This is an optimization exercise on Yosys and OpenROAD, whose aim is small area, a short achievable clock period and few clock cycles per item, not a production implementation.
At most, simulation tests tie the RTL to the original design; equivalence was not proved.
Function not checked in runs 1, 2, 5 and 6: the RTL went through the layout flow alone.
No activity file was given, so power comes from the tool's default toggle rates.

--- design.v ---
`timescale 1ns/1ps
module fp_add_stage1 (
    input  logic [31:0] a,
    input  logic [31:0] b,
    input  logic        op,
    output logic [24:0] x,         
    output logic [27:0] y,         
    output logic [7:0]  e,
    output logic        sub,
    output logic        s,
    output logic        inf,
    output logic        nan
);
    logic [7:0]  ea, eb;
    logic [22:0] fa, fb;
    logic        sa, sb;
    logic        za, zb;
    logic [23:0] ma, mb;
    logic        maxa, maxb;
    logic        nan_a, nan_b, inf_a, inf_b;
    logic        a_lt;
    logic [8:0]  dab, dba;
    logic [7:0]  shift;
    logic [23:0] big_m;
    logic [23:0] small_m;
    logic [25:0] y_sh;
    logic [23:0] lost;
    logic        sticky;
    logic        far;
    assign sa = a[31];
    assign sb = b[31] ^ op;
    assign ea = a[30:23];
    assign eb = b[30:23];
    assign fa = a[22:0];
    assign fb = b[22:0];
    assign za = (ea == 8'd0);
    assign zb = (eb == 8'd0);
    assign ma = za ? 24'd0 : {1'b1, fa};
    assign mb = zb ? 24'd0 : {1'b1, fb};
    assign maxa  = (ea == 8'hFF);
    assign maxb  = (eb == 8'hFF);
    assign nan_a = maxa & (fa != 23'd0);
    assign nan_b = maxb & (fb != 23'd0);
    assign inf_a = maxa & (fa == 23'd0);
    assign inf_b = maxb & (fb == 23'd0);
    assign sub  = sa ^ sb;
    assign a_lt = {ea, fa} < {eb, fb};
    assign nan = nan_a | nan_b | (inf_a & inf_b & sub);
    assign inf = inf_a | inf_b;
    assign s   = inf ? (inf_a ? sa : sb) : (a_lt ? sb : sa);
    assign dab   = {1'b0, ea} - {1'b0, eb};
    assign dba   = {1'b0, eb} - {1'b0, ea};
    assign shift = dab[8] ? dba[7:0] : dab[7:0];
    assign big_m   = a_lt ? mb : ma;
    assign small_m = a_lt ? ma : mb;
    assign e       = a_lt ? eb : ea;
    assign far = shift[7:5] != 3'd0;
    always_comb begin
        for (int j = 0; j < 24; j++) begin
            lost[j] = far | (shift[4:0] > 5'(j + 2));
        end
    end
    assign y_sh   = far ? 26'd0 : ({small_m, 2'b00} >> shift[4:0]);
    assign sticky = |(small_m & lost);
    assign x = sub ? {big_m, 1'b0} : {1'b0, big_m};
    assign y = sub ? ~{y_sh, sticky, 1'b0} : {1'b0, y_sh, sticky};
endmodule
`timescale 1ns/1ps
module fp_add_stage2 (
    input  logic [24:0] x,
    input  logic [27:0] y,
    input  logic [7:0]  e,
    input  logic        sub,
    input  logic        s,
    input  logic        inf,
    input  logic        nan,
    output logic [31:0] result
);
    logic [27:0] sum;
    logic        top;              
    logic        rnd_t, rnd_u;     
    logic [24:0] ones;             
    logic [23:0] inc_t, inc_u;     
    logic        cy_t, cy_u;       
    logic [22:0] f_frac;
    logic        f_cy;
    logic [9:0]  f_exp;
    logic        f_ovf, f_unf;
    logic        near;
    logic [4:0]  lz;
    logic [25:0] n_sh;
    logic [9:0]  n_exp;
    assign sum = {x, 3'b000} + y + {27'd0, sub};
    assign top   = sum[27];
    assign rnd_t = sum[3] & (sum[4] | sum[2] | sum[1] | sum[0]);
    assign rnd_u = sum[2] & (sum[3] | sum[1] | sum[0]);
    logic [23:0] ones4;            
    always_comb begin
        ones[0]  = sum[3];
        ones4[0] = sum[4];
        for (int i = 1; i < 25; i++) begin
            ones[i] = ones[i-1] & sum[i+3];
        end
        for (int i = 1; i < 24; i++) begin
            ones4[i] = ones4[i-1] & sum[i+4];
        end
    end
    always_comb begin
        inc_t[0] = sum[4] ^ rnd_t;
        inc_u[0] = sum[3] ^ rnd_u;
        for (int k = 1; k < 24; k++) begin
            inc_t[k] = sum[k+4] ^ (rnd_t & ones4[k-1]);
            inc_u[k] = sum[k+3] ^ (rnd_u & ones[k-1]);
        end
    end
    assign cy_t = rnd_t & ones4[23];
    assign cy_u = rnd_u & ones[23];
    assign f_frac = top ? inc_t[22:0] : inc_u[22:0];
    assign f_cy   = top ? cy_t : cy_u;
    assign f_exp  = {2'b00, e} - {9'd0, sub} + {9'd0, top} + {9'd0, f_cy};
    assign f_ovf  = ~f_exp[9] & (f_exp[8] | (f_exp[7:0] == 8'hFF));
    assign f_unf  = f_exp[9] | (f_exp == 10'd0);
    assign near = ~(sum[27] | sum[26]);
    always_comb begin
        lz = 5'd25;
        for (int i = 0; i <= 25; i++) begin
            if (sum[i]) lz = 5'(25 - i);
        end
    end
    assign n_sh  = sum[25:0] << lz;
    assign n_exp = {2'b00, e} - 10'd2 - {5'd0, lz};
    always_comb begin
        if (nan) begin
            result = 32'hFFFF_FFFF;
        end else if (inf) begin
            result = {s, 8'hFF, 23'd0};
        end else if (near) begin
            if (sum[25:0] == 26'd0) begin
                result = 32'd0;
            end else if (n_exp[9] | (n_exp[7:0] == 8'd0)) begin
                result = {s, 31'd0};
            end else begin
                result = {s, n_exp[7:0], n_sh[24:2]};
            end
        end else if (f_ovf) begin
            result = {s, 8'hFF, 23'd0};
        end else if (f_unf) begin
            result = {s, 31'd0};
        end else begin
            result = {s, f_exp[7:0], f_frac};
        end
    end
endmodule
`timescale 1ns/1ps
module fp_add_top (
    input  logic        sys_clk,
    input  logic        sys_rst_n,
    input  logic [31:0] data1_in,
    input  logic [31:0] data2_in,
    input  logic        op,
    input  logic        trig,
    output logic [31:0] data_out,
    output logic        vld
);
    logic        busy;
    logic        accept;
    logic [24:0] x_d, x_q;         
    logic [27:0] y_d, y_q;         
    logic [7:0]  e_d, e_q;         
    logic        sub_d, sub_q;     
    logic        s_d, s_q;         
    logic        inf_d, inf_q;     
    logic        nan_d, nan_q;     
    logic [31:0] result;
    assign accept = trig & ~busy;
    fp_add_stage1 u_s1 (
        .a   (data1_in),
        .b   (data2_in),
        .op  (op),
        .x   (x_d),
        .y   (y_d),
        .e   (e_d),
        .sub (sub_d),
        .s   (s_d),
        .inf (inf_d),
        .nan (nan_d)
    );
    always_ff @(posedge sys_clk) begin
        x_q   <= x_d;
        y_q   <= y_d;
        e_q   <= e_d;
        sub_q <= sub_d;
        s_q   <= s_d;
        inf_q <= inf_d;
        nan_q <= nan_d;
    end
    fp_add_stage2 u_s2 (
        .x      (x_q),
        .y      (y_q),
        .e      (e_q),
        .sub    (sub_q),
        .s      (s_q),
        .inf    (inf_q),
        .nan    (nan_q),
        .result (result)
    );
    always_ff @(posedge sys_clk or negedge sys_rst_n) begin
        if (!sys_rst_n) begin
            busy     <= 1'b0;
            vld      <= 1'b0;
            data_out <= '0;
        end else begin
            busy <= accept;
            vld  <= busy;
            if (busy) begin
                data_out <= result;
            end
        end
    end
endmodule
--- run.sh ---
#!/bin/bash
# synth_recipe.tcl (not shown) runs the flow's synth.tcl, then flattens the netlist and writes it again
# the make line also repeats each setting of config.mk as NAME=value (left out here)
make -C /OpenROAD-flow-scripts/flow DESIGN_CONFIG=/design/flow/config.mk WORK_HOME=/design/flow/orfs CLKGATE_MAP_FILE= SYNTH_SCRIPT=/design/flow/synth_recipe.tcl finish
--- config.mk ---
export PLATFORM = sky130hd
export DESIGN_NAME = fp_add_top
export DESIGN_NICKNAME = fp_add_top
export VERILOG_FILES = /design/flow/design.v
export SDC_FILE = /design/flow/constraint.sdc
export NUM_CORES = 4
export LEC_CHECK = 0
export CAP_MARGIN = 20
export CORE_MARGIN = 2
export CORE_UTILIZATION = 40
export SLEW_MARGIN = 20
--- constraint.sdc ---
create_clock -name core_clock -period 6.0 [get_ports {sys_clk}]
set_input_delay 1.2000 -clock core_clock [delete_from_list [all_inputs] [get_ports {sys_clk}]]
set_output_delay 1.2000 -clock core_clock [all_outputs]
set_load 0.01 [all_outputs]
==> results of run 1 <==
==> registers in the layout, indices dropped and copies added (netlist names) <==
register / cells
e_q: 8
data_out: 32
s_q: 1
vld: 1
x_q: 25
busy: 1
nan_q: 1
sub_q: 1
y_q: 28
inf_q: 1
==> timing repair <==
item	in CTS	in global routing
pin swaps	0	23
cloned	0	0
setup endpoints to repair	4	29
resized for setup	4	54
buffers inserted	0	12
==> power by group <==
group / switching (W) / internal, W
clock: 0.000298 / 0.000302
combinational: 0.00426 / 0.00269
sequential: 0.000106 / 0.000850
==> layer usage <==
metal	track usage	vias to the layer above	wire length, um
met5	0	-	0
met2	0.480	718	24000
met4	0.0942	0	1620
met3	0.0612	105	4620
li1	-	7157	-
met1	0.409	7337	23700
==> logic make-up (layout without fill, tap and decap cells) <==
kind of cell / Yosys count / after routing
buffers and inverters: 195 / 352
adder cells (fa/ha/maj): 79 / 79
XOR/XNOR: 54 / 54
flip-flops: 99 / 99
AND/OR/NAND/NOR: 566 / 566
AO/OA/AOI/OAI: 678 / 678
multiplexers: 93 / 93
==> path summary, 6_finish.rpt <==
path | startpoint | end | slack, ns | cells past startpoint
hold reg to reg | data_out[30] | data_out[30] | 0.50 | 2
setup / recovery | y_q[8] | data_out[2] | 0.21 | 26
max in group asynchronous | sys_rst_n | data_out[31] | 4.45 | 2
min in group asynchronous | sys_rst_n | data_out[22] | 1.23 | 2
setup reg to reg | y_q[8] | data_out[2] | 0.21 | 26
hold / removal | data_out[30] | data_out[30] | 0.50 | 2
==> area by class of cell <==
class	instances	area, um^2	share of cell area
clock buffer	10	239	0.0146
clock inverter	6	56.3	0.00343
inverter	86	328	0.0200
multi-input combinational	1470	10900	0.663
sequential	99	2150	0.131
tap	448	561	0.0342
timing repair buffer	250	2190	0.133
==> worst max-delay path, stage by stage, from the launching register on <==
cell and delay [ns]:
sky130_fd_sc_hd__dfxtp_1 0.31, sky130_fd_sc_hd__ha_1 0.31, sky130_fd_sc_hd__a21o_1 0.22, sky130_fd_sc_hd__or3_4 0.40, sky130_fd_sc_hd__o21a_4 0.25, sky130_fd_sc_hd__a21oi_1 0.23, sky130_fd_sc_hd__and3_1 0.35, sky130_fd_sc_hd__nand4_2 0.20
sky130_fd_sc_hd__nor4_4 0.32, sky130_fd_sc_hd__and2_4 0.19, sky130_fd_sc_hd__o2111a_2 0.27, sky130_fd_sc_hd__fa_2 0.23, sky130_fd_sc_hd__ha_2 0.19, sky130_fd_sc_hd__inv_1 0.04, sky130_fd_sc_hd__a211o_1 0.27, sky130_fd_sc_hd__nor3_4 0.20
sky130_fd_sc_hd__buf_4 0.16, sky130_fd_sc_hd__xnor2_1 0.06, sky130_fd_sc_hd__or4_1 0.45, sky130_fd_sc_hd__nor3_2 0.18, sky130_fd_sc_hd__nor3_2 0.08, sky130_fd_sc_hd__nand2_1 0.13, sky130_fd_sc_hd__buf_12 0.17, sky130_fd_sc_hd__buf_4 0.14
sky130_fd_sc_hd__a21oi_1 0.03, sky130_fd_sc_hd__o221ai_1 0.18, sky130_fd_sc_hd__o21ai_0 0.11
==> cell usage in the layout (no fill, tap or decap), drive strengths merged, types with 22 or more instances in the layout <==
| cell type | instances |
|---|---|
| o22ai | 31 |
| nand2 | 137 |
| inv | 87 |
| o211ai | 27 |
| dfxtp | 65 |
| buf | 149 |
| nand3 | 66 |
| nand4 | 22 |
| a22oi | 30 |
| a211oi | 38 |
| o21ai | 129 |
| dfrtp | 34 |
| nor2 | 134 |
| a21o | 32 |
| mux2i | 59 |
| nor3 | 67 |
| and2 | 23 |
| nor4 | 29 |
| a21oi | 120 |
| xnor2 | 36 |
| clkdlybuf4s50 | 100 |
| ha | 73 |
==> metrics by stage <==
step	setup WS (ns)	hold WS [ns]	cell area, um^2	setup TNS, ns
after global routing	-0.0541	0.544	16400	-0.0843
after detailed placement	-0.177	0.496	15700	-0.309
after global placement	0.0273	0.482	15700	0
after CTS	0.00809	0.515	16000	0
final	0.214	0.502	16400	0
after floorplan	0.0359	0.352	13500	0
==> results.ini, run 1 <==
[status]
status = finished clean

[floorplan]
fp.dieArea_um2 = 35200
placeableCoreArea_um2 = 33400
die_width_um = 188
initial_core_utilization = 0.405
chipHeight_um = 188
std_cell_rows = 67
io_pins = 101

[synth]
synth_cell_type_count = 124
yosysWarnings = 3
synth_edf_count = 0
synth.top_cells.by_area = sky130_fd_sc_hd__dfxtp_1, sky130_fd_sc_hd__ha_1, sky130_fd_sc_hd__dfrtp_1
synth-xor-area-share = 0.0361
synth_fa_ha_area_frac = 0.0751
post-synth-top-count-cell = sky130_fd_sc_hd__nand2_1
fraction_of_synthesized_area_in_multiplexers = 0.0863
combinational_family_with_the_most_area_after_synthesis = compound AO/OA/AOI/OAI gates
syn-cell-area_um2 = 13500
synth_cells = 1764
yosys.area.top_type = sky130_fd_sc_hd__dfxtp_1
ys_seq_elements = 99
synth_compound_gate_area_share = 0.367
synthArstFlopShare = 0.343
synth_nets = 1909
yosys.area_share.simple = 0.217
synth_top_area_share = 0.0964
portion_of_the_post_synthesis_area_used_by_sequential_elements = 0.159
postSynth.topFlopCell = sky130_fd_sc_hd__dfxtp_1
leading_cell_types_by_count_after_synthesis = sky130_fd_sc_hd__nand2_1, sky130_fd_sc_hd__nor2_1, sky130_fd_sc_hd__a21oi_1, sky130_fd_sc_hd__o21ai_0, sky130_fd_sc_hd__inv_1
synthesis.area_per_instance_um2 = 7.65

[sta]
timing.final.hold_violations = 0
finalClockSkew_ns = 0.0169
min_period_ns = 5.79
post-route-period-util = 0.964
slew_headroom = 0.401
timing_worst_slew_pin_value_ns = 0.898
maxClockFrequency_mhz = 173
timing.final.setup_violations = 0
finalMaxSlewViolations = 0

[clock_tree]
numClockSinks = 99
insertion_delay_ns = 0.37
cts_tree = yes
cts.htree.levels = 3
clockBufferDepth = 2
clk_transition_reported_paths_ns = 0.08
cts.root.buffer_cell = sky130_fd_sc_hd__clkbuf_16
tritoncts.num_buffers = 9
cts-hold-fix-buffers = 0

[finish]
instances_no_fill = 2369
area_growth_pct = 21.5
filler_cell_count = 3375
layout-drive-gt1-share = 0.170
layout.core_utilization = 0.492
n_antenna_cell = 0
nets_finish = 2061

[global_routing]
gr-usage-all-layers = 0.301
grt_pass1_wl_mm = 84.5
largest_net_degree_at_the_start_of_global_routing = 41
grt_antenna_before_repair = 0
globalRouteOverflowTotal = 0
first_global_vias = 14800

[detailed_routing]
detail_route.wl_per_cell_um = 22.8
remaining_drc_errors = 0
wl_mm = 53.9
detail_route.iter0.violations = 1473
vias = 15300
ant_nets = 0
via_per_inst = 6.47
drt_pre_antenna_iters = 8

[place]
gpl.final_weighted_congestion = 0.973
dp_cells = 2340
numPortBuffers = 100
dp_hpwl_mm = 43.2

[power]
irDropWorstVdd_mv = 0.246
leak_nw = 6.46
power_w = 0.00850
power-per-cell-area_nw_per_um2 = 518

[setup_path]
critical_path_peak_fanout = 18
cp_data_arrival_time_ns = 6.03
critPathKind = reg -> reg
setup.worst_path.end_class = flop
startpoint_type = flop
critical_path_required_ns = 6.24

[job]
timing.max_cap.violations = 0

[hold_path]
min_path_type = reg -> reg

==> run 2, diff against run 1 <==
--- a/config.mk
+++ b/config.mk
@@ -5,6 +5,7 @@
 export SDC_FILE = /design/flow/constraint.sdc
 export NUM_CORES = 4
 export LEC_CHECK = 0
+export ABC_AREA = 1
 export CAP_MARGIN = 20
 export CORE_MARGIN = 2
 export CORE_UTILIZATION = 40
==> run 2 against run 1 <==
  * Clock skew is essentially flat
  * Combinational power is 12% lower
  * Register-to-register slack gained 0.12 ns
  * Total power is 9.5% lower
  * Flip-flop and latch count did not move
  * Still clean on timing, DRC and antenna
  * Largest power group unchanged
  * Final cell count up 7.0%
  * Clock power grew 1%
  * Core utilization down 0.60 points
==> results.ini, run 2 <==
[sta]
post-route-period-util = 0.944  ; -0.0205
maxClockFrequency_mhz = 177  ; +2.2%
timing.final.hold_violations = 0  ; unchanged
finalMaxSlewViolations = 0  ; unchanged
timing_worst_slew_pin_value_ns = 0.883  ; -0.0147 ns
min_period_ns = 5.66  ; -0.123 ns
slew_headroom = 0.407  ; +0.00527
timing.final.setup_violations = 0  ; unchanged
finalClockSkew_ns = 0.0168  ; -0.0000748 ns
final.setup.worst_slack_ns = 0.337  ; +0.123 ns

[synth]
synth_nets = 2163  ; +13%
synth_fa_ha_area_frac = 0.0825  ; +0.00740
postSynth.topFlopCell = sky130_fd_sc_hd__dfxtp_1
synthesis.area_per_instance_um2 = 5.97  ; -22%
yosysWarnings = 3  ; unchanged
synth_edf_count = 0  ; unchanged
synth_compound_gate_area_share = 0.200  ; -0.167
ys_seq_elements = 99  ; unchanged
portion_of_the_post_synthesis_area_used_by_sequential_elements = 0.179  ; +0.0192
syn-cell-area_um2 = 12000  ; -11%
synth_cells = 2018  ; +14%
synth.top_cells.by_area = sky130_fd_sc_hd__nand2_1, sky130_fd_sc_hd__dfxtp_1, sky130_fd_sc_hd__ha_1
synth-xor-area-share = 0.0392  ; +0.00301
combinational_family_with_the_most_area_after_synthesis = simple AND/OR/NAND/NOR gates
yosys.area_share.simple = 0.387  ; +0.170
leading_cell_types_by_count_after_synthesis = sky130_fd_sc_hd__nand2_1, sky130_fd_sc_hd__inv_1, sky130_fd_sc_hd__nand3_1
synth_cell_type_count = 62  ; -50%
fraction_of_synthesized_area_in_multiplexers = 0.00665  ; -0.0796
yosys.area.top_type = sky130_fd_sc_hd__nand2_1
synth_top_area_share = 0.184  ; +0.0878
synthArstFlopShare = 0.343  ; unchanged
post-synth-top-count-cell = sky130_fd_sc_hd__nand2_1

[global_routing]
grt_pass1_wl_mm = 69.6  ; -18%
largest_net_degree_at_the_start_of_global_routing = 53  ; +29%
grt_antenna_before_repair = 0  ; unchanged
first_global_vias = 12900  ; -12%
gr-usage-all-layers = 0.282  ; -0.0193
globalRouteOverflowTotal = 0  ; unchanged

[finish]
area_growth_pct = 19.5
layout-drive-gt1-share = 0.111  ; -0.0588
layout_commonest_cell = sky130_fd_sc_hd__nand2_1
n_antenna_cell = 0  ; unchanged
top_regs = data_out (32), y_q (28), x_q (25)
nets_finish = 2286  ; +11%
layout.core_utilization = 0.486  ; -0.00595
register_with_the_highest_flop_count = data_out
mostFrequentLayoutCells = sky130_fd_sc_hd__nand2_1, sky130_fd_sc_hd__inv_1, sky130_fd_sc_hd__nand3_1
flip_flop_count_of_the_largest_register_after_layout = 32  ; unchanged

[clock_tree]
tritoncts.num_buffers = 9  ; unchanged
cts_tree = yes
cts-hold-fix-buffers = 0  ; unchanged
insertion_delay_ns = 0.37  ; about the same
clockBufferDepth = 2  ; unchanged
cts.root.buffer_cell = sky130_fd_sc_hd__clkbuf_16
clk_transition_reported_paths_ns = 0.07  ; about the same
cts.htree.levels = 3  ; unchanged
numClockSinks = 99  ; unchanged

[floorplan]
io_pins = 101  ; unchanged
initial_core_utilization = 0.406  ; +0.00178
fp.dieArea_um2 = 31500  ; -11%
placeableCoreArea_um2 = 29600  ; -11%
die_width_um = 178  ; -5.4%
std_cell_rows = 63  ; -6.0%
chipHeight_um = 178  ; -5.4%

[detailed_routing]
wl_mm = 44.6  ; -17%
remaining_drc_errors = 0  ; unchanged
detail_route.wl_per_cell_um = 17.6  ; -23%
detail_route.iter0.violations = 1117  ; -24%
via_per_inst = 5.46  ; -16%
ant_nets = 0  ; unchanged
drt_pre_antenna_iters = 8  ; unchanged
vias = 13900  ; -9.6%

[hold_path]
min-delay-start = s_q
min_path_type = reg -> reg

[setup_path]
startpoint_type = flop
critical_path_required_ns = 6.24  ; about the same
cp_data_arrival_time_ns = 5.90  ; -0.13 ns
r2r_start = sub_q
critical_path.most_common_cell = sky130_fd_sc_hd__nand2_2
critPathKind = reg -> reg
setup.worst_path.end_class = flop
crit_path_start = sub_q
critical_path_peak_fanout = 5  ; -13
slowest_stage = sky130_fd_sc_hd__or4_1
crit_path_max_incr_delay_ns = 0.41  ; -0.04 ns

[place]
numPortBuffers = 100  ; unchanged
detailedPlace.worstSlack_ns = -0.0333  ; +0.144 ns
dp_hpwl_mm = 36.6  ; -15%
gpl.final_weighted_congestion = 1.00  ; +2.9%

[power]
leak_nw = 7.07  ; +9.4%
power_w = 0.00769  ; -9.5%
power-per-cell-area_nw_per_um2 = 534  ; +3.1%
irDropWorstVdd_mv = 0.197  ; -20%

[job]
timing.max_cap.violations = 0  ; unchanged

[status]
status = finished clean

==> run 2: cell types whose count changed in the layout (fill, tap and decap cells not counted), moves of 33 or more <==
cell                      change
sky130_fd_sc_hd__nor3_1      -36
sky130_fd_sc_hd__nand3_1    +113
sky130_fd_sc_hd__buf_4       -55
sky130_fd_sc_hd__nand2_1    +456
sky130_fd_sc_hd__mux2i_1     -50
sky130_fd_sc_hd__o21ai_0     +35
sky130_fd_sc_hd__nor2_1      +33
sky130_fd_sc_hd__inv_1      +133
==> run 2: cell type report <==
| type | count | area [um^2] |
|---|---|---|
| clock buffer | 9 | 225 |
| clock inverter | 7 | 81.3 |
| fill | 3226 | 15200 |
| inverter | 243 | 920 |
| multi-input combinational | 1598 | 8820 |
| sequential | 99 | 2150 |
| tap | 390 | 488 |
| timing repair buffer | 190 | 1710 |
==> run 2: path summary, 6_finish.rpt <==
kind	end	slack (ns)	cells after the start
max	data_out[6]	0.34	45
min	data_out[31]	0.47	2
max reg2reg	data_out[6]	0.34	45
min reg2reg	data_out[31]	0.47	2
max in group asynchronous	data_out[9]	4.44	2
min in group asynchronous	busy	1.24	2
==> run 2: timing repair <==
action,CTS,global route
gates resized for setup,1,40
pin swaps,0,6
setup endpoints to repair,10,31
setup buffers,0,11
cloned,0,0
==> run 2: per-stage QoR <==
stage                     hold WS (ns)  cells  TNS [ns]  instance area (um^2)
after global placement           0.482   2509         0                 13800
final                            0.471   2536         0                 14400
after global routing             0.494   2536    -0.685                 14400
after floorplan                  0.352   2018         0                 12000
after CTS                        0.477   2525         0                 14100
after detailed placement         0.477   2509    -0.177                 13800
==> run 2: metal layers <==
| metal | wire [um] | GRT usage | part of all wire | vias to the layer above |
|---|---|---|---|---|
| met2 | 21800 | 0.495 | 0.49 | 513 |
| met4 | 2170 | 0.140 | 0.049 | 0 |
| li1 | - | - | - | 6955 |
| met5 | 0 | 0 | 0 | - |
| met3 | 2230 | 0.0255 | 0.050 | 102 |
| met1 | 18400 | 0.343 | 0.41 | 6280 |
==> run 2: report_power, final <==
part           switching, W  internal [W]  leakage, nW
combinational       0.00396       0.00216         6.00
sequential         0.000112      0.000857        0.922
clock              0.000277      0.000330        0.147
total               0.00435       0.00335         7.07
==> run 2: worst max-delay path: cells and delay by family, from the launching register on <==
family / cells / cell delay, ns
fa+ha+maj: 4 / 0.72
xor+xnor: 1 / 0.17
compound gates: 5 / 0.46
buf+inv: 8 / 0.66
flops: 1 / 0.34
simple gates: 27 / 3.16
==> run 2: cells by family after synthesis <==
logic type,count (synthesis)
adder cells (fa/ha/maj),77
AND/OR/NAND/NOR,1061
flip-flops,99
XOR/XNOR,41
buffers and inverters,321
AO/OA/AOI/OAI,411
multiplexers,8
==> run 3, diff against run 2 <==
--- a/design.v
+++ b/design.v
@@ -90,7 +90,27 @@
     logic [4:0]  lz;
     logic [25:0] n_sh;
     logic [9:0]  n_exp;
-    assign sum = {x, 3'b000} + y + {27'd0, sub};
+    logic [27:0] xa;
+    logic [27:0] gen, prop;        
+    logic [27:0] gg, gp;           
+    logic [27:0] cin;              
+    assign xa   = {x, 3'b000};
+    assign gen  = xa & y;
+    assign prop = xa ^ y;
+    always_comb begin
+        gg = gen;
+        gp = prop;
+        for (int l = 0; l < 5; l++) begin
+            for (int i = 0; i < 28; i++) begin
+                if (i[l]) begin
+                    gg[i] = gg[i] | (gp[i] & gg[((i >> l) << l) - 1]);
+                    gp[i] = gp[i] & gp[((i >> l) << l) - 1];
+                end
+            end
+        end
+    end
+    assign cin = {gg[26:0] | (gp[26:0] & {27{sub}}), sub};
+    assign sum = prop ^ cin;
     assign top   = sum[27];
     assign rnd_t = sum[3] & (sum[4] | sum[2] | sum[1] | sum[0]);
     assign rnd_u = sum[2] & (sum[3] | sum[1] | sum[0]);
@@ -121,11 +141,37 @@
     assign f_ovf  = ~f_exp[9] & (f_exp[8] | (f_exp[7:0] == 8'hFF));
     assign f_unf  = f_exp[9] | (f_exp == 10'd0);
     assign near = ~(sum[27] | sum[26]);
-    always_comb begin
-        lz = 5'd25;
-        for (int i = 0; i <= 25; i++) begin
-            if (sum[i]) lz = 5'(25 - i);
-        end
+    logic [31:0] lz_in;
+    logic [15:0] v1;
+    logic [7:0]  v2;
+    logic [3:0]  v3;
+    logic [1:0]  v4;
+    logic [15:0] z1;
+    logic [15:0] z2;
+    logic [11:0] z3;
+    logic [7:0]  z4;
+    assign lz_in = {sum[25:0], 6'b111111};
+    always_comb begin
+        for (int g = 0; g < 16; g++) begin
+            v1[g] = lz_in[2*g+1] | lz_in[2*g];
+            z1[g] = ~lz_in[2*g+1];
+        end
+        for (int g = 0; g < 8; g++) begin
+            v2[g]          = v1[2*g+1] | v1[2*g];
+            z2[2*g+1]      = ~v1[2*g+1];
+            z2[2*g]        = v1[2*g+1] ? z1[2*g+1] : z1[2*g];
+        end
+        for (int g = 0; g < 4; g++) begin
+            v3[g]          = v2[2*g+1] | v2[2*g];
+            z3[3*g+2]      = ~v2[2*g+1];
+            z3[3*g+:2]     = v2[2*g+1] ? z2[4*g+2+:2] : z2[4*g+:2];
+        end
+        for (int g = 0; g < 2; g++) begin
+            v4[g]          = v3[2*g+1] | v3[2*g];
+            z4[4*g+3]      = ~v3[2*g+1];
+            z4[4*g+:3]     = v3[2*g+1] ? z3[6*g+3+:3] : z3[6*g+:3];
+        end
+        lz = v4[1] ? {1'b0, z4[7:4]} : {1'b1, z4[3:0]};
     end
     assign n_sh  = sum[25:0] << lz;
     assign n_exp = {2'b00, e} - 10'd2 - {5'd0, lz};
==> run 3 against run 2 <==
  * Hold slack gained 0.015 ns
  * Setup slack better by 0.037 ns
  * Combinational power down 19%
  * Sequential share of layout area rose by 0.12 points
  * Total power is 15% lower
  * Non-clock buffer count decreased by 28
  * Clock power down 1%
==> results.ini, run 3 <==
[setup_path]
critical_path_required_ns = 6.31  ; +0.07 ns
crit_path_max_incr_delay_ns = 0.32  ; -0.09 ns
slowest_stage = sky130_fd_sc_hd__o41ai_1
r2r_start = y_q[3]
critical_path.most_common_cell = sky130_fd_sc_hd__nor2_2
r2r_cells = 32  ; -29%
cp_num_buf_inv = 1  ; -7
setup.worst_path.end_class = flop
startpoint_type = flop
critPathKind = reg -> reg
timing.reg2reg.setup_slack_ns = 0.37  ; +0.04 ns
regToRegEndpoint = data_out[0]
family_of_cells_with_the_greatest_summed_delay_on_the_critical_path = simple AND/OR/NAND/NOR gates
critical_path_peak_fanout = 13  ; +8
cp_data_arrival_time_ns = 5.94  ; +0.04 ns

[floorplan]
initial_core_utilization = 0.408  ; +0.00201
fp.dieArea_um2 = 31800  ; +1.0%
chipHeight_um = 178  ; +0.50%
die_width_um = 178  ; +0.50%
io_pins = 101  ; unchanged
placeableCoreArea_um2 = 29800  ; +0.53%
std_cell_rows = 63  ; unchanged

[sta]
finalMaxSlewViolations = 0  ; unchanged
timing_worst_slew_pin_value_ns = 0.920  ; +0.0369 ns
finalClockSkew_ns = 0.0119  ; -0.00489 ns
maxClockFrequency_mhz = 178  ; +0.66%
slew_headroom = 0.381  ; -0.0253
min_period_ns = 5.63  ; -0.0373 ns
hold_ws_ns = 0.486  ; +0.0151 ns
post-route-period-util = 0.938  ; -0.00621
timing.final.hold_violations = 0  ; unchanged
timing.final.setup_violations = 0  ; unchanged

[finish]
area_growth_pct = 17.2
layout.core_utilization = 0.479  ; -0.00689
register_with_the_highest_flop_count = data_out
top_regs = data_out (32), y_q (28), x_q (25)
layout-drive-gt1-share = 0.0870  ; -0.0239
filler_cell_count = 3238  ; +0.37%
finish.instance_area_um2 = 14300  ; -0.90%
layout_commonest_cell = sky130_fd_sc_hd__nand2_1
mostFrequentLayoutCells = sky130_fd_sc_hd__nand2_1, sky130_fd_sc_hd__nand3_1, sky130_fd_sc_hd__inv_1
flip_flop_count_of_the_largest_register_after_layout = 32  ; unchanged
nets_finish = 2358  ; +3.1%

[synth]
syn-cell-area_um2 = 12200  ; +1.0%
synthesis.area_per_instance_um2 = 5.74  ; -3.8%
yosys.area.top_type = sky130_fd_sc_hd__nand2_1
synth_cells = 2119  ; +5.0%
ys_seq_elements = 99  ; unchanged
postSynth.topFlopCell = sky130_fd_sc_hd__dfxtp_1
yosysWarnings = 3  ; unchanged
synth.top_cells.by_area = sky130_fd_sc_hd__nand2_1, sky130_fd_sc_hd__nand3_1, sky130_fd_sc_hd__dfxtp_1
leading_cell_types_by_count_after_synthesis = sky130_fd_sc_hd__nand2_1, sky130_fd_sc_hd__nand3_1, sky130_fd_sc_hd__inv_1
post-synth-top-count-cell = sky130_fd_sc_hd__nand2_1
synth_edf_count = 0  ; unchanged
synth_cell_type_count = 63  ; +1.6%
synth_top_area_share = 0.188  ; +0.00368
synthArstFlopShare = 0.343  ; unchanged
synth_nets = 2263  ; +4.6%
portion_of_the_post_synthesis_area_used_by_sequential_elements = 0.177  ; -0.00182

[hold_path]
min_path_type = reg -> reg
min-delay-start = s_q
worst_hold_path.endpoint = data_out[31]
hold-path-cell-count = 2  ; unchanged

[power]
internal_power_of_the_cells_w = 0.00285  ; -15%
gate_power_share = 0.759  ; -0.036
irDropWorstVdd_mv = 0.191  ; -3.1%
switchingPower_w = 0.00369  ; -15%
sw_frac_of_total = 0.564  ; -0.000911
sequentialPowerShare = 0.149  ; +0.023
leak_nw = 7.08  ; +0.18%
power-per-cell-area_nw_per_um2 = 458  ; -14%
clock_power_share = 0.092  ; +0.013

[detailed_routing]
detail_route.iter0.violations = 1200  ; +7.4%
detail_route.wl_per_cell_um = 17.8  ; +1.1%
remaining_drc_errors = 0  ; unchanged
wl_mm = 46.4  ; +4.1%
via_per_inst = 5.51  ; +0.82%
ant_nets = 0  ; unchanged
vias = 14400  ; +3.8%
drt_pre_antenna_iters = 6  ; -2

[clock_tree]
cts.htree.levels = 3  ; unchanged
cts_tree = yes
numClockSinks = 99  ; unchanged
insertion_delay_ns = 0.37  ; about the same
clockBufferDepth = 2  ; unchanged
cts.root.buffer_cell = sky130_fd_sc_hd__clkbuf_16
tritoncts.num_buffers = 9  ; unchanged
clk_transition_reported_paths_ns = 0.08  ; about the same

[global_routing]
globalRouteOverflowTotal = 0  ; unchanged
grt_antenna_before_repair = 3  ; +3
largest_net_degree_at_the_start_of_global_routing = 52  ; -1.9%
first_global_vias = 13800  ; +6.4%
gr-usage-all-layers = 0.294  ; +0.0124
grt_pass1_wl_mm = 73.4  ; +5.5%

[place]
numPortBuffers = 100  ; unchanged
dp_hpwl_mm = 38.8  ; +5.9%
dpl_cell_area_um2 = 13700  ; -0.43%
gpl.final_weighted_congestion = 1.03  ; +3.3%

[status]
status = finished clean

[job]
timing.max_cap.violations = 0  ; unchanged

[run 3: cell types whose count changed after synthesis, sizes merged, moves of 8 or more]
cell and delta:
nand3 +86, a22oi -20, nand4 +14, nor2 +14, o22ai +14, nand2 +13, inv +12, xor2 -12
a31oi -10, buf -8, clkbuf +8
[run 3: cells by family after synthesis]
logic type | after synthesis | share of synthesized area
AND/OR/NAND/NOR | 1191 | 0.430
AO/OA/AOI/OAI | 384 | 0.178
buffers and inverters | 335 | 0.108
flip-flops | 99 | 0.177
adder cells (fa/ha/maj) | 76 | 0.0806
XOR/XNOR | 31 | 0.0245
multiplexers | 3 | 0.00247
[run 3: layout make-up]
class                      count  area, um^2  area share
clock buffer                  10         239      0.0168
sequential                    99        2150       0.151
multi-input combinational   1685        8890       0.623
clock inverter                 6        53.8     0.00377
inverter                     257         967      0.0678
tap                          390         488      0.0342
timing repair buffer         162        1470       0.103
antenna                        1        2.50    0.000175
[run 3: worst max path at each step]
stage / startpoint / to / slack, ns / cells past startpoint
floorplan: y_q[4] / data_out[16] / 0.69 / 33
global placement: y_q[4] / data_out[19] / 0.22 / 35
detailed placement: y_q[4] / data_out[16] / 0.005 / 33
CTS: y_q[4] / data_out[16] / 0.08 / 33
global route: y_q[3] / data_out[20] / -0.12 / 36
finish: y_q[3] / data_out[0] / 0.37 / 32
[run 3: worst register-to-register path: cells and delay by family, from the launching register on]
kind | cells | cell delay, ns
xor+xnor | 1 | 0.16
compound gates | 3 | 0.72
simple gates | 24 | 3.49
buf+inv | 1 | 0.17
fa+ha+maj | 3 | 0.72
flops | 1 | 0.31
[run 3: through the flow]
step                      setup WS (ns)  cells  setup TNS (ns)  total power [W]
after global routing             -0.115   2610           -1.24          0.00716
final                             0.375   2610               0          0.00653
after detailed placement        0.00475   2583               0          0.00577
after global placement            0.220   2583               0          0.00576
after floorplan                   0.689   2119               0          0.00432
after CTS                        0.0765   2599               0          0.00639
[run 3: power by group through the flow]
stage	Combinational [W]	Sequential, W	Clock (W)
after global routing	0.00553	0.000996	0.000642
after detailed placement	0.00478	0.000990	0
final	0.00496	0.000976	0.000601
after floorplan	0.00332	0.000993	0
after global placement	0.00478	0.000986	0
after CTS	0.00480	0.000976	0.000616
[run 3: repair_timing]
action | in CTS | in global routing
hold buffers | 0 | 0
gates resized for setup | 1 | 43
setup endpoints to repair | 1 | 31
pin swaps | 0 | 16
buffers inserted | 0 | 10
[run 3: per-layer routing]
layer,global-route usage,vias to the layer above,share of wire
li1,-,7233,-
met1,0.341,6547,0.41
met2,0.527,480,0.49
met3,0.0315,109,0.046
met4,0.161,2,0.055
met5,0,-,0.00028
Testbench counts of run 3, summed over its fixed seeds: cycles 16,000, items 8,000.
==> run 4, diff against run 3 <==
==> flow/run.sh (new file) <==
#!/bin/bash
# Standard layout, with plain buffers on the ports instead of the delay
# cells the port buffering picks by default.
set -euo pipefail
bash standard.sh BUFFER_PORTS_ARGS="-buffer_cell sky130_fd_sc_hd__buf_1" finish > standard.log 2>&1
==> standard.sh (new file) <==
#!/bin/bash
# synth_recipe.tcl (not shown) runs the flow's synth.tcl, then flattens the netlist and writes it again
# the make line also repeats each setting of config.mk as NAME=value (left out here)
make -C /OpenROAD-flow-scripts/flow DESIGN_CONFIG=/design/flow/config.mk WORK_HOME=/design/flow/orfs CLKGATE_MAP_FILE= SYNTH_SCRIPT=/design/flow/synth_recipe.tcl "${@:-finish}"
removed: run.sh
==> run 4 against run 3 <==
  * Register-to-register slack about the same
  * Setup slack got worse by 0.0017 ns
  * Core utilization decreased by 2.7 points
  * Die area unchanged
  * Non-clock buffer count decreased by 21
  * Routed wire length decreased by 5.3%
  * Clock power increased by 1%
  * Largest cell class unchanged
==> results.ini, run 4 <==
[sta]
timing.final.setup_violations = 0  ; unchanged
min_period_ns = 5.63  ; +0.00171 ns
finalClockSkew_ns = 0.0147  ; +0.00273 ns
timing_worst_slew_pin_value_ns = 0.995  ; +0.0753 ns
finalMaxSlewViolations = 0  ; unchanged
final_layout_setup_total_negative_slack_ns = 0  ; unchanged
timing.final.hold_violations = 0  ; unchanged
post-route-period-util = 0.938  ; about the same
slew_headroom = 0.336  ; -0.0457
maxClockFrequency_mhz = 178  ; about the same

[finish]
register_with_the_highest_flop_count = data_out
register_area_um2 = 2150  ; unchanged
layout_commonest_cell = sky130_fd_sc_hd__nand2_1
flip_flop_count_of_the_largest_register_after_layout = 32  ; unchanged
layout.core_utilization = 0.452  ; -0.0267
filler_cell_count = 3287  ; +1.5%
layout-drive-gt1-share = 0.0769  ; -0.0101
area_growth_pct = 10.6
multi_input_area_um2 = 8880  ; -0.18%
mostFrequentLayoutCells = sky130_fd_sc_hd__nand2_1, sky130_fd_sc_hd__nand3_1, sky130_fd_sc_hd__inv_1
nets_finish = 2337  ; -0.89%
top_regs = data_out (32), y_q (28), x_q (25)

[clock_tree]
insertion_delay_ns = 0.37  ; about the same
tritoncts.num_buffers = 9  ; unchanged
clk_transition_reported_paths_ns = 0.08  ; about the same
numClockSinks = 99  ; unchanged
cts.htree.levels = 3  ; unchanged
cts.root.buffer_cell = sky130_fd_sc_hd__clkbuf_16
cts_tree = yes
cts-hold-fix-buffers = 0  ; unchanged
clockBufferDepth = 2  ; unchanged

[floorplan]
placeableCoreArea_um2 = 29800  ; unchanged
die_width_um = 178  ; unchanged
initial_core_utilization = 0.408  ; unchanged
fp.dieArea_um2 = 31800  ; unchanged
io_pins = 101  ; unchanged
std_cell_rows = 63  ; unchanged
chipHeight_um = 178  ; unchanged

[synth]
ys_seq_elements = 99  ; unchanged
post-synth-top-count-cell = sky130_fd_sc_hd__nand2_1
synth_cell_type_count = 63  ; unchanged
synthesis.area_per_instance_um2 = 5.74  ; unchanged
synthArstFlopShare = 0.343  ; unchanged
syn-cell-area_um2 = 12200  ; unchanged
synth_nets = 2263  ; unchanged
yosysWarnings = 3  ; unchanged
synth_cells = 2119  ; unchanged
portion_of_the_post_synthesis_area_used_by_sequential_elements = 0.177  ; unchanged
synth_edf_count = 0  ; unchanged
leading_cell_types_by_count_after_synthesis = sky130_fd_sc_hd__nand2_1, sky130_fd_sc_hd__nand3_1, sky130_fd_sc_hd__inv_1
postSynth.topFlopCell = sky130_fd_sc_hd__dfxtp_1
yosys.area.top_type = sky130_fd_sc_hd__nand2_1
synth.top_cells.by_area = sky130_fd_sc_hd__nand2_1, sky130_fd_sc_hd__nand3_1, sky130_fd_sc_hd__dfxtp_1
synth_top_area_share = 0.188  ; unchanged

[detailed_routing]
ant_nets = 0  ; unchanged
vias = 14200  ; -1.1%
detail_route.wl_per_cell_um = 17.0  ; -4.5%
drt_pre_antenna_iters = 8  ; +2
via_per_inst = 5.49  ; -0.26%
remaining_drc_errors = 0  ; unchanged
detail_route.iter0.violations = 1303  ; +8.6%
wl_mm = 44.0  ; -5.3%

[hold_path]
min-delay-start = s_q
min_path_type = reg -> reg
worst_hold_path.endpoint = data_out[31]
hold-path-cell-count = 2  ; unchanged

[setup_path]
critical_path_peak_fanout = 7  ; -6
regToRegEndpoint = data_out[4]
setup.worst_path.end_class = flop
crit_path_max_incr_delay_ns = 0.38  ; +0.06 ns
critical_path.most_common_cell = sky130_fd_sc_hd__nand4_1
cp_data_arrival_time_ns = 5.93  ; about the same
r2r_start = x_q[1]
critPathKind = reg -> reg
slowest_stage = sky130_fd_sc_hd__ha_2
r2r_cells = 34  ; +6.3%
critical_path_required_ns = 6.30  ; about the same
startpoint_type = flop
timing.reg2reg.setup_slack_ns = 0.37  ; about the same

[power]
irDropWorstVdd_mv = 0.192  ; +0.45%
sw_frac_of_total = 0.579  ; +0.0143
internal_power_of_the_cells_w = 0.00263  ; -7.7%
switchingPower_w = 0.00361  ; -2.1%
leak_nw = 6.70  ; -5.4%
power-per-cell-area_nw_per_um2 = 463  ; +1.1%
sequentialPowerShare = 0.155  ; +0.006
gate_power_share = 0.748  ; -0.011
clock_power_share = 0.097  ; +0.005

[global_routing]
gr-usage-all-layers = 0.277  ; -0.0172
first_global_vias = 13300  ; -3.5%
grt_pass1_wl_mm = 69.5  ; -5.3%
globalRouteOverflowTotal = 0  ; unchanged
largest_net_degree_at_the_start_of_global_routing = 53  ; +1.9%
grt_antenna_before_repair = 1  ; -2

[place]
numPortBuffers = 100  ; unchanged
dp_hpwl_mm = 36.3  ; -6.3%
gpl.final_weighted_congestion = 1.01  ; -1.9%

[status]
status = finished clean

[job]
timing.max_cap.violations = 0  ; unchanged

## run 4: worst max-delay path by stage
stage	start	to	slack, ns
after floorplan	y_q[4]	data_out[16]	0.69
after global placement	y_q[4]	data_out[19]	0.08
after detailed placement	y_q[4]	data_out[19]	-0.09
after CTS	y_q[4]	data_out[3]	0.04
after global routing	x_q[0]	data_out[4]	-0.08
final	x_q[1]	data_out[4]	0.37
## run 4: routing by layer
layer / vias to the layer above / GRT usage / part of all wire
met1: 6464 / 0.335 / 0.43
li1: 7201 / - / -
met3: 101 / 0.0273 / 0.041
met4: 0 / 0.143 / 0.054
met5: - / 0 / 0
met2: 452 / 0.485 / 0.47
## run 4: stage by stage
step                worst slack [ns]  hold slack (ns)  cells  total power (W)  area [um^2]
finish                         0.373            0.512   2589          0.00624        13500
global route                 -0.0810            0.535   2589          0.00687        13500
CTS                           0.0354            0.528   2581          0.00612        13300
detailed placement           -0.0930            0.508   2565          0.00548        13000
global placement              0.0824            0.498   2565          0.00550        13000
floorplan                      0.689            0.352   2119          0.00432        12200
## run 4: layout make-up
class | count | area share
timing repair buffer | 141 | 0.0508
tap | 390 | 0.0362
sequential | 99 | 0.160
inverter | 257 | 0.0718
multi-input combinational | 1685 | 0.659
clock inverter | 5 | 0.00334
antenna | 1 | 0.000186
clock buffer | 11 | 0.0188
## run 4: cells by family after synthesis
logic type | count (synthesis) | synth area share
fa+ha+maj | 76 | 0.0806
buf+inv | 335 | 0.108
mux | 3 | 0.00247
flops | 99 | 0.177
xor+xnor | 31 | 0.0245
simple gates | 1191 | 0.430
compound gates | 384 | 0.178
## run 4: worst max-delay path: cells and delay by family (launching register included)
kind / cells / cell delay [ns]
AND/OR/NAND/NOR: 23 / 3.39
adder cells (fa/ha/maj): 3 / 0.79
AO/OA/AOI/OAI: 5 / 0.68
flip-flops: 1 / 0.30
buffers and inverters: 2 / 0.25
XOR/XNOR: 1 / 0.17
## run 4: repair_timing
item,in CTS,in global routing
endpoints found under the setup margin,13,30
pin swaps,0,12
setup buffers,0,7
resized for setup,2,37
## run 4: power by group through the flow
stage               Combinational (W)  Clock [W]  Sequential, W
floorplan                     0.00332          0       0.000993
global placement              0.00452          0       0.000978
detailed placement            0.00450          0       0.000982
CTS                           0.00453   0.000622       0.000968
global route                  0.00523   0.000644       0.000989
finish                        0.00467   0.000607       0.000966
==> run 5, diff against run 4 <==
--- a/design.v
+++ b/design.v
@@ -1,3 +1,49 @@
+`timescale 1ns/1ps
+module fp_prefix_add #(
+    parameter int W = 28
+) (
+    input  logic [W-1:0] a,
+    input  logic [W-1:0] b,
+    input  logic         cin,
+    output logic [W-1:0] s
+);
+    localparam int L = $clog2(W);
+    logic [W-1:0] p, g, gg, gp;
+    assign p = a ^ b;
+    assign g = a & b;
+    always_comb begin
+        gg    = g;
+        gp    = p;
+        gg[0] = g[0] | (p[0] & cin);
+        for (int l = 0; l < L; l++) begin
+            for (int i = 0; i < W; i++) begin
+                if (i[l]) begin
+                    gg[i] = gg[i] | (gp[i] & gg[((i >> l) << l) - 1]);
+                    gp[i] = gp[i] & gp[((i >> l) << l) - 1];
+                end
+            end
+        end
+    end
+    assign s = p ^ {gg[W-2:0], cin};
+endmodule
+module fp_prefix_and #(
+    parameter int W = 24
+) (
+    input  logic [W-1:0] a,
+    output logic [W-1:0] y
+);
+    localparam int L = $clog2(W);
+    always_comb begin
+        y = a;
+        for (int l = 0; l < L; l++) begin
+            for (int i = 0; i < W; i++) begin
+                if (i[l]) begin
+                    y[i] = y[i] & y[((i >> l) << l) - 1];
+                end
+            end
+        end
+    end
+endmodule
 `timescale 1ns/1ps
 module fp_add_stage1 (
     input  logic [31:0] a,
@@ -90,41 +136,22 @@
     logic [4:0]  lz;
     logic [25:0] n_sh;
     logic [9:0]  n_exp;
-    logic [27:0] xa;
-    logic [27:0] gen, prop;        
-    logic [27:0] gg, gp;           
-    logic [27:0] cin;              
-    assign xa   = {x, 3'b000};
-    assign gen  = xa & y;
-    assign prop = xa ^ y;
-    always_comb begin
-        gg = gen;
-        gp = prop;
-        for (int l = 0; l < 5; l++) begin
-            for (int i = 0; i < 28; i++) begin
-                if (i[l]) begin
-                    gg[i] = gg[i] | (gp[i] & gg[((i >> l) << l) - 1]);
-                    gp[i] = gp[i] & gp[((i >> l) << l) - 1];
-                end
-            end
-        end
-    end
-    assign cin = {gg[26:0] | (gp[26:0] & {27{sub}}), sub};
-    assign sum = prop ^ cin;
+    fp_prefix_add #(.W(28)) u_add (
+        .a   ({x, 3'b000}),
+        .b   (y),
+        .cin (sub),
+        .s   (sum)
+    );
     assign top   = sum[27];
     assign rnd_t = sum[3] & (sum[4] | sum[2] | sum[1] | sum[0]);
     assign rnd_u = sum[2] & (sum[3] | sum[1] | sum[0]);
     logic [23:0] ones4;            
-    always_comb begin
-        ones[0]  = sum[3];
-        ones4[0] = sum[4];
-        for (int i = 1; i < 25; i++) begin
-            ones[i] = ones[i-1] & sum[i+3];
-        end
-        for (int i = 1; i < 24; i++) begin
-            ones4[i] = ones4[i-1] & sum[i+4];
-        end
-    end
+    fp_prefix_and #(.W(24)) u_ones (
+        .a (sum[27:4]),
+        .y (ones4)
+    );
+    assign ones[0] = sum[3];
+    assign ones[24:1] = ones4 & {24{sum[3]}};
     always_comb begin
         inc_t[0] = sum[4] ^ rnd_t;
         inc_u[0] = sum[3] ^ rnd_u;
@@ -137,9 +164,20 @@
     assign cy_u = rnd_u & ones[23];
     assign f_frac = top ? inc_t[22:0] : inc_u[22:0];
     assign f_cy   = top ? cy_t : cy_u;
-    assign f_exp  = {2'b00, e} - {9'd0, sub} + {9'd0, top} + {9'd0, f_cy};
-    assign f_ovf  = ~f_exp[9] & (f_exp[8] | (f_exp[7:0] == 8'hFF));
-    assign f_unf  = f_exp[9] | (f_exp == 10'd0);
+    logic [9:0] eb0, eb1, eb2;
+    logic [2:0] ov, un;
+    assign eb0 = {2'b00, e} - {9'd0, sub};
+    assign eb1 = eb0 + 10'd1;
+    assign eb2 = eb0 + 10'd2;
+    assign ov  = {eb2 >= 10'd255, eb1 >= 10'd255, eb0 >= 10'd255};
+    assign un  = {eb2 == 10'd0, eb1 == 10'd0, (eb0 == 10'd0) | eb0[9]};
+    always_comb begin
+        case ({top, f_cy})
+            2'b00:   begin f_exp = eb0; f_ovf = ov[0]; f_unf = un[0]; end
+            2'b11:   begin f_exp = eb2; f_ovf = ov[2]; f_unf = un[2]; end
+            default: begin f_exp = eb1; f_ovf = ov[1]; f_unf = un[1]; end
+        endcase
+    end
     assign near = ~(sum[27] | sum[26]);
     logic [31:0] lz_in;
     logic [15:0] v1;
==> run 5 against run 4 <==
  * Still clean on timing, DRC and antenna
  * Clock skew decreased by 0.0062 ns
  * Final cell count up 5.7%
  * Combinational power is 13% higher
==> results.ini, run 5 <==
[synth]
postSynth.topFlopCell = sky130_fd_sc_hd__dfxtp_1
synth_edf_count = 0  ; unchanged
synthArstFlopShare = 0.343  ; unchanged
yosys.area_share.simple = 0.448  ; +0.0174
synth_top_area_share = 0.195  ; +0.00736
synth-xor-area-share = 0.0298  ; +0.00534
synth.top_cells.by_area = sky130_fd_sc_hd__nand2_1, sky130_fd_sc_hd__nand3_1, sky130_fd_sc_hd__dfxtp_1
yosys.area.top_type = sky130_fd_sc_hd__nand2_1
synth_cells = 2273  ; +7.3%
leading_cell_types_by_count_after_synthesis = sky130_fd_sc_hd__nand2_1, sky130_fd_sc_hd__nand3_1, sky130_fd_sc_hd__inv_1
yosysWarnings = 5  ; +2
synth_compound_gate_area_share = 0.153  ; -0.0245
syn-cell-area_um2 = 12900  ; +5.9%
portion_of_the_post_synthesis_area_used_by_sequential_elements = 0.167  ; -0.00980
synth_cell_type_count = 56  ; -11%
post-synth-top-count-cell = sky130_fd_sc_hd__nand2_1
synthesis.area_per_instance_um2 = 5.67  ; -1.3%
synth_fa_ha_area_frac = 0.0874  ; +0.00680
ys_seq_elements = 99  ; unchanged
synth_nets = 2428  ; +7.3%
combinational_family_with_the_most_area_after_synthesis = simple AND/OR/NAND/NOR gates
fraction_of_synthesized_area_in_multiplexers = 0.00233  ; -0.000137

[clock_tree]
cts_post_setup_buffers_inserted = 0  ; unchanged
cts.htree.levels = 3  ; unchanged
cts_tree = yes
cts.root.buffer_cell = sky130_fd_sc_hd__clkbuf_16
numClockSinks = 99  ; unchanged
cts-hold-fix-buffers = 0  ; unchanged
clk_transition_reported_paths_ns = 0.07  ; about the same
tritoncts.num_buffers = 9  ; unchanged
clockBufferDepth = 2  ; unchanged
insertion_delay_ns = 0.36  ; about the same

[power]
leak_nw = 7.09  ; +5.9%
irDropWorstVdd_mv = 0.215  ; +12%
power-per-cell-area_nw_per_um2 = 491  ; +6.0%

[sta]
timing_worst_slew_pin_value_ns = 0.865  ; -0.131 ns
finalMaxSlewViolations = 0  ; unchanged
unrepaired_setup_endpoints_after_global_routing = false
slew_headroom = 0.423  ; +0.0878
min_period_ns = 5.44  ; -0.188 ns
final.setup.worst_slack_ns = 0.561  ; +0.188 ns
post-route-period-util = 0.906  ; -0.0313
final_layout_setup_total_negative_slack_ns = 0  ; unchanged
hold_ws_ns = 0.499  ; -0.0122 ns
maxClockFrequency_mhz = 184  ; +3.5%
finalClockSkew_ns = 0.00851  ; -0.00615 ns
timing.final.hold_violations = 0  ; unchanged
timing.final.setup_violations = 0  ; unchanged

[floorplan]
std_cell_rows = 65  ; +3.2%
initial_core_utilization = 0.407  ; -0.00118
chipHeight_um = 183  ; +2.8%
fp.dieArea_um2 = 33700  ; +5.7%
die_width_um = 183  ; +2.8%
placeableCoreArea_um2 = 31600  ; +6.2%
io_pins = 101  ; unchanged

[finish]
area_growth_pct = 8.09
register_with_the_highest_flop_count = data_out
layout_commonest_cell = sky130_fd_sc_hd__nand2_1
nets_finish = 2484  ; +6.3%
layout.core_utilization = 0.440  ; -0.0117
mostFrequentLayoutCells = sky130_fd_sc_hd__nand2_1, sky130_fd_sc_hd__nand3_1, sky130_fd_sc_hd__inv_1
top_regs = data_out (32), y_q (28), x_q (25)
flip_flop_count_of_the_largest_register_after_layout = 32  ; unchanged
finish.instance_area_um2 = 13900  ; +3.4%
n_antenna_cell = 0  ; -1
filler_cell_count = 3541  ; +7.7%
layout-drive-gt1-share = 0.0531  ; -0.0238

[detailed_routing]
detail_route.wl_per_cell_um = 16.3  ; -3.7%
drt_pre_antenna_iters = 6  ; -2
remaining_drc_errors = 0  ; unchanged
vias = 15100  ; +6.2%
wl_mm = 44.7  ; +1.8%
detail_route.iter0.violations = 1271  ; -2.5%
ant_nets = 0  ; unchanged
via_per_inst = 5.52  ; +0.46%

[global_routing]
first_global_vias = 14100  ; +6.0%
gr-usage-all-layers = 0.266  ; -0.0114
grt_pass1_wl_mm = 72.1  ; +3.8%
globalRouteOverflowTotal = 0  ; unchanged
grt_antenna_before_repair = 0  ; -1
largest_net_degree_at_the_start_of_global_routing = 61  ; +15%

[place]
numPortBuffers = 100  ; unchanged
dpl_cell_area_um2 = 13600  ; +5.0%
gpl.final_weighted_congestion = 0.977  ; -3.7%
detailedPlace.worstSlack_ns = 0.438  ; +0.531 ns
dp_hpwl_mm = 36.6  ; +0.72%

[setup_path]
critPathKind = reg -> reg
critical_path_peak_fanout = 24  ; +17
slowest_stage = sky130_fd_sc_hd__fa_1
family_of_cells_with_the_greatest_summed_delay_on_the_critical_path = simple AND/OR/NAND/NOR gates
cp_num_buf_inv = 5  ; +3
critical_path_required_ns = 6.24  ; -0.06 ns
crit_path_max_incr_delay_ns = 0.41  ; +0.03 ns
setup.worst_path.end_class = flop
startpoint_type = flop
critical_path.most_common_cell = sky130_fd_sc_hd__nand2_1
cp_data_arrival_time_ns = 5.68  ; -0.25 ns

[status]
status = finished clean

[hold_path]
min_path_type = reg -> reg

[job]
timing.max_cap.violations = 0  ; unchanged

[run 5: cell types whose count changed after synthesis, moves of 11 or more]
cell | before | now
sky130_fd_sc_hd__nand2_1 | 609 | 670
sky130_fd_sc_hd__nand3_1 | 264 | 300
sky130_fd_sc_hd__inv_1 | 240 | 267
sky130_fd_sc_hd__nor2_1 | 177 | 188
sky130_fd_sc_hd__xor2_1 | 21 | 32
[run 5: layout make-up]
cell class | count | area (um^2) | area share
clock inverters | 6 | 53.8 | 0.00386
flip-flops and latches | 99 | 2150 | 0.155
well taps | 402 | 503 | 0.0361
repair buffers | 129 | 594 | 0.0427
multi-input cells | 1806 | 9320 | 0.669
inverters | 284 | 1070 | 0.0765
clock buffers | 10 | 239 | 0.0172
[run 5: tightest hold or removal path: cells and delay by family, from the launching register on]
kind / cells / cell delay (ns)
DFF: 1 / 0.35
AOI/OAI and AO/OA: 1 / 0.07
buffers and inverters: 1 / 0.04
[run 5: kinds of logic (layout without fill, tap and decap cells)]
group	after synthesis	count (layout)
AOI/OAI and AO/OA	358	358
DFF	99	99
xor gates and xnor gates	43	43
adders and majority gates	87	87
buffers and inverters	368	429
muxes	3	3
and+or+nand+nor	1315	1315
[run 5: through the flow]
stage / std cells / power [W]
floorplan: 2273 / 0.00484
global placement: 2720 / 0.00613
detailed placement: 2720 / 0.00616
CTS: 2736 / 0.00676
global route: 2736 / 0.00759
finish: 2736 / 0.00684
[run 5: worst paths after layout]
kind                                end  cells past startpoint         start  slack [ns]
setup / recovery           data_out[29]                     30        x_q[6]        0.56
hold / removal             data_out[30]                      2  data_out[30]        0.50
setup reg to reg           data_out[29]                     30        x_q[6]        0.56
hold reg to reg            data_out[30]                      2  data_out[30]        0.50
max in group asynchronous  data_out[16]                      1     sys_rst_n        4.56
min in group asynchronous  data_out[25]                      1     sys_rst_n        0.92
[run 5: per-layer routing]
layer / part of all wire / GRT usage
met1: 0.44 / 0.338
met2: 0.46 / 0.454
met3: 0.050 / 0.0287
met4: 0.044 / 0.117
met5: 0 / 0
[run 5: report_power, final]
part / internal (W) / switching [W]
sequential: 0.000858 / 0.000104
clock: 0.000302 / 0.000277
combinational: 0.00167 / 0.00362
total: 0.00283 / 0.00400
[run 5: timing repair]
item                                   4_1_cts  5_1_grt
endpoints found under the hold margin        0        0
gates resized for setup                      0        2
setup endpoints to repair                    0       29
==> run 6, diff against run 5 <==
--- a/config.mk
+++ b/config.mk
@@ -9,4 +9,5 @@
 export CAP_MARGIN = 20
 export CORE_MARGIN = 2
 export CORE_UTILIZATION = 40
+export SETUP_SLACK_MARGIN = 0.3
 export SLEW_MARGIN = 20
==> run 6 against run 5 <==
  * Global-route usage stayed put
  * Register-to-register slack better by 0.14 ns
  * Total power barely moved
  * Synthesized cell count is the same
  * Count of clock-buffer cells in the layout unchanged
  * Critical endpoint is now y_q[1]
==> results.ini, run 6 <==
[power]
sequentialPowerShare = 0.141  ; about the same
internal_power_of_the_cells_w = 0.00284  ; +0.26%
clock_power_share = 0.084  ; about the same
sw_frac_of_total = 0.585  ; -0.000735
irDropWorstVdd_mv = 0.216  ; +0.55%
gate_power_share = 0.775  ; about the same
leak_nw = 7.10  ; about the same
power-per-cell-area_nw_per_um2 = 491  ; about the same
switchingPower_w = 0.00400  ; about the same

[setup_path]
setup.worst_path.end_class = flop
path_cells = buf_1 > inv_1 > ha_1 > a21oi_1 > nor3_1 > nor3_1 > nand2_2 > or2_2 > o211ai_1 > xnor2_1 > nand2_1 > nor2_2 > buf_4 > nand2_1 > inv_1 > o21ai_0 > nand3_1 > nand2_1 > nor2_1 > nand2_1 > nor2_1 > nand3_1 > nand2_1
slowest_stage = sky130_fd_sc_hd__nand2_1
critPathKind = in -> reg
crit_path_max_incr_delay_ns = 0.42  ; about the same
timing.reg2reg.setup_slack_ns = 0.70  ; +0.14 ns
r2r_cells = 30  ; unchanged
startpoint_type = primary input
critical_path_required_ns = 6.29  ; +0.05 ns
critical_path.most_common_cell = sky130_fd_sc_hd__nand2_1
cp_data_arrival_time_ns = 5.67  ; about the same
r2r_start = x_q[6]
regToRegEndpoint = data_out[29]
critical_path_peak_fanout = 17  ; -29%

[global_routing]
globalRouteOverflowTotal = 0  ; unchanged
grt_pass1_wl_mm = 72.1  ; unchanged
first_global_vias = 14100  ; unchanged
largest_net_degree_at_the_start_of_global_routing = 61  ; unchanged
grt_antenna_before_repair = 0  ; unchanged
gr-usage-all-layers = 0.266  ; unchanged

[floorplan]
fp.dieArea_um2 = 33700  ; unchanged
die_width_um = 183  ; unchanged
std_cell_rows = 65  ; unchanged
placeableCoreArea_um2 = 31600  ; unchanged
io_pins = 101  ; unchanged
initial_core_utilization = 0.407  ; unchanged
chipHeight_um = 183  ; unchanged

[synth]
synth_top_area_share = 0.195  ; unchanged
leading_cell_types_by_count_after_synthesis = sky130_fd_sc_hd__nand2_1, sky130_fd_sc_hd__nand3_1, sky130_fd_sc_hd__inv_1
yosys.area.top_type = sky130_fd_sc_hd__nand2_1
synth_edf_count = 0  ; unchanged
synth_cells = 2273  ; unchanged
ys_seq_elements = 99  ; unchanged
synthesis.area_per_instance_um2 = 5.67  ; unchanged
synth.top_cells.by_area = sky130_fd_sc_hd__nand2_1, sky130_fd_sc_hd__nand3_1, sky130_fd_sc_hd__dfxtp_1
portion_of_the_post_synthesis_area_used_by_sequential_elements = 0.167  ; unchanged
synth_cell_type_count = 56  ; unchanged
syn-cell-area_um2 = 12900  ; unchanged
post-synth-top-count-cell = sky130_fd_sc_hd__nand2_1
yosysWarnings = 5  ; unchanged
synthArstFlopShare = 0.343  ; unchanged
synth_nets = 2428  ; unchanged
postSynth.topFlopCell = sky130_fd_sc_hd__dfxtp_1

[clock_tree]
tritoncts.num_buffers = 9  ; unchanged
cts.root.buffer_cell = sky130_fd_sc_hd__clkbuf_16
cts_tree = yes
clk_transition_reported_paths_ns = 0.07  ; about the same
cts_post_setup_buffers_inserted = 0  ; unchanged
cts.htree.levels = 3  ; unchanged
clockBufferDepth = 2  ; unchanged
numClockSinks = 99  ; unchanged
insertion_delay_ns = 0.36  ; about the same

[finish]
n_antenna_cell = 0  ; unchanged
instances_no_fill = 2736  ; unchanged
top_regs = data_out (32), y_q (28), x_q (25)
layout_commonest_cell = sky130_fd_sc_hd__nand2_1
layout-drive-gt1-share = 0.0531  ; unchanged
area_growth_pct = 8.25
mostFrequentLayoutCells = sky130_fd_sc_hd__nand2_1, sky130_fd_sc_hd__nand3_1, sky130_fd_sc_hd__inv_1
register_with_the_highest_flop_count = data_out
nets_finish = 2484  ; unchanged
flip_flop_count_of_the_largest_register_after_layout = 32  ; unchanged

[sta]
maxClockFrequency_mhz = 186  ; +1.2%
post-route-period-util = 0.896  ; -0.0106
slew_headroom = 0.414  ; -0.00935
timing.final.setup_violations = 0  ; unchanged
unrepaired_setup_endpoints_after_global_routing = false
finalMaxSlewViolations = 0  ; unchanged
timing_worst_slew_pin_value_ns = 0.879  ; +0.0140 ns
min_period_ns = 5.38  ; -0.0637 ns
final.setup.worst_slack_ns = 0.625  ; +0.0637 ns
finalClockSkew_ns = 0.00816  ; -0.000358 ns
timing.final.hold_violations = 0  ; unchanged
final_layout_setup_total_negative_slack_ns = 0  ; unchanged

[place]
dp_hpwl_mm = 36.6  ; unchanged
dp_cells = 2720  ; unchanged
gpl.final_weighted_congestion = 0.977  ; unchanged
detailedPlace.worstSlack_ns = 0.438  ; unchanged
numPortBuffers = 100  ; unchanged

[detailed_routing]
remaining_drc_errors = 0  ; unchanged
detail_route.wl_per_cell_um = 16.4  ; about the same
wl_mm = 44.8  ; about the same
vias = 15000  ; -0.48%
via_per_inst = 5.49  ; -0.48%
ant_nets = 0  ; unchanged
detail_route.iter0.violations = 1221  ; -3.9%
drt_pre_antenna_iters = 8  ; +2

[status]
status = finished clean

[hold_path]
hold-path-cell-count = 2  ; unchanged
worst_hold_path.endpoint = data_out[30]
min-delay-start = data_out[30]
min_path_type = reg -> reg

[job]
timing.max_cap.violations = 0  ; unchanged

run 6: final cells by class:
cell class | count | area, um^2
multi-input cells | 1806 | 9340
clock inverters | 6 | 53.8
flip-flops and latches | 99 | 2150
repair buffers | 129 | 594
well taps | 402 | 503
fillers | 3531 | 17700
clock buffers | 10 | 239
inverters | 284 | 1070
run 6: kinds of logic after synthesis:
logic type                 after synthesis  share of synthesized area
DFF                                     99                      0.167
xor gates and xnor gates                43                     0.0298
buffers and inverters                  368                      0.112
and+or+nand+nor                       1315                      0.448
muxes                                    3                    0.00233
adders and majority gates               87                     0.0874
AOI/OAI and AO/OA                      358                      0.153
run 6: worst max-delay path by stage:
stage / startpoint / to / slack (ns) / cells past startpoint
after CTS: sub_q / data_out[29] / 0.40 / 31
final: data1_in[28] / y_q[1] / 0.62 / 23
after detailed placement: sub_q / data_out[29] / 0.44 / 31
after floorplan: x_q[6] / data_out[0] / 1.49 / 31
after global placement: data1_in[28] / y_q[0] / 0.44 / 21
after global routing: sub_q / data_out[26] / 0.31 / 27
run 6: through the flow:
step	util	cell area [um^2]	hold slack (ns)	total power, W
2_1_floorplan	-	12900	0.352	0.00484
5_1_grt	0.441	13900	0.551	0.00760
3_5_place_dp	0.431	13600	0.492	0.00616
3_3_place_gp	0.431	13600	0.474	0.00613
6_report	0.441	13900	0.499	0.00684
4_1_cts	0.440	13900	0.509	0.00676
run 6: critical path: cells and delay by family:
family                   cells  cell delay [ns]
AO/OA/AOI/OAI                3             0.54
XOR/XNOR                     1             0.16
adder cells (fa/ha/maj)      1             0.36
buffers and inverters        4             0.87
AND/OR/NAND/NOR             14             2.50
run 6: layer usage:
metal  vias to the layer above  wire [um]  track usage  share of wire
li1                       7584          -            -              -
met1                      6839      19800        0.338           0.44
met2                       494      20700        0.454           0.46
met3                       105       2250       0.0287          0.050
met4                         0       2000        0.117          0.045
met5                         -          0            0              0
run 6: what timing repair did:
item / in CTS / in global routing
hold buffers: 0 / 0
resized for setup: 0 / 5
setup endpoints to repair: 0 / 31
run 6: power by group through the flow:
| stage | logic [W] | clock network, W | registers, W |
|---|---|---|---|
| after floorplan | 0.00384 | 0 | 0.00100 |
| after global placement | 0.00516 | 0 | 0.000970 |
| after detailed placement | 0.00518 | 0 | 0.000979 |
| after CTS | 0.00521 | 0.000591 | 0.000965 |
| after global routing | 0.00601 | 0.000613 | 0.000983 |
| final | 0.00530 | 0.000578 | 0.000962 |

## afterwards: timing with drivers on the ports
In the flow no input, the clock included, has a driving cell. The finished layouts below were timed again as built, in two steps.
Step 1 sets driving cells, clkbuf_16 on the clock port and buf_2 on the other inputs (assumed; they add their load-dependent delay and slew).
Step 2 times the ports against the registers' clock, not the clock port: input delays grow and output delays shrink by t, the midpoint of the rising clock arrivals with the driver on.
Three values: no drivers, after step 1, after step 2; two values: the first two.
| run | t, ns | slack for setup (ns) | slew at the worst register clock pin (ns) |
|---|---|---|---|
| run 1 | 0.412 | 0.214 / 0.214 / 0.110 | 0.09 / 0.09 |
| run 2 | 0.407 | 0.337 / 0.337 / 0.137 | 0.08 / 0.08 |
| run 3 | 0.416 | 0.375 / 0.375 / 0.329 | 0.08 / 0.08 |
| run 4 | 0.418 | 0.373 / 0.373 / 0.251 | 0.08 / 0.08 |
| run 5 | 0.403 | 0.561 / 0.561 / 0.311 | 0.07 / 0.07 |
| run 6 | 0.404 | 0.625 / 0.649 / 0.245 | 0.07 / 0.07 |
After both steps every run listed still meets setup and hold. For run 6, which loses most, drivers alone change the setup slack by +0.024 ns; drivers and shift together by -0.380 ns.
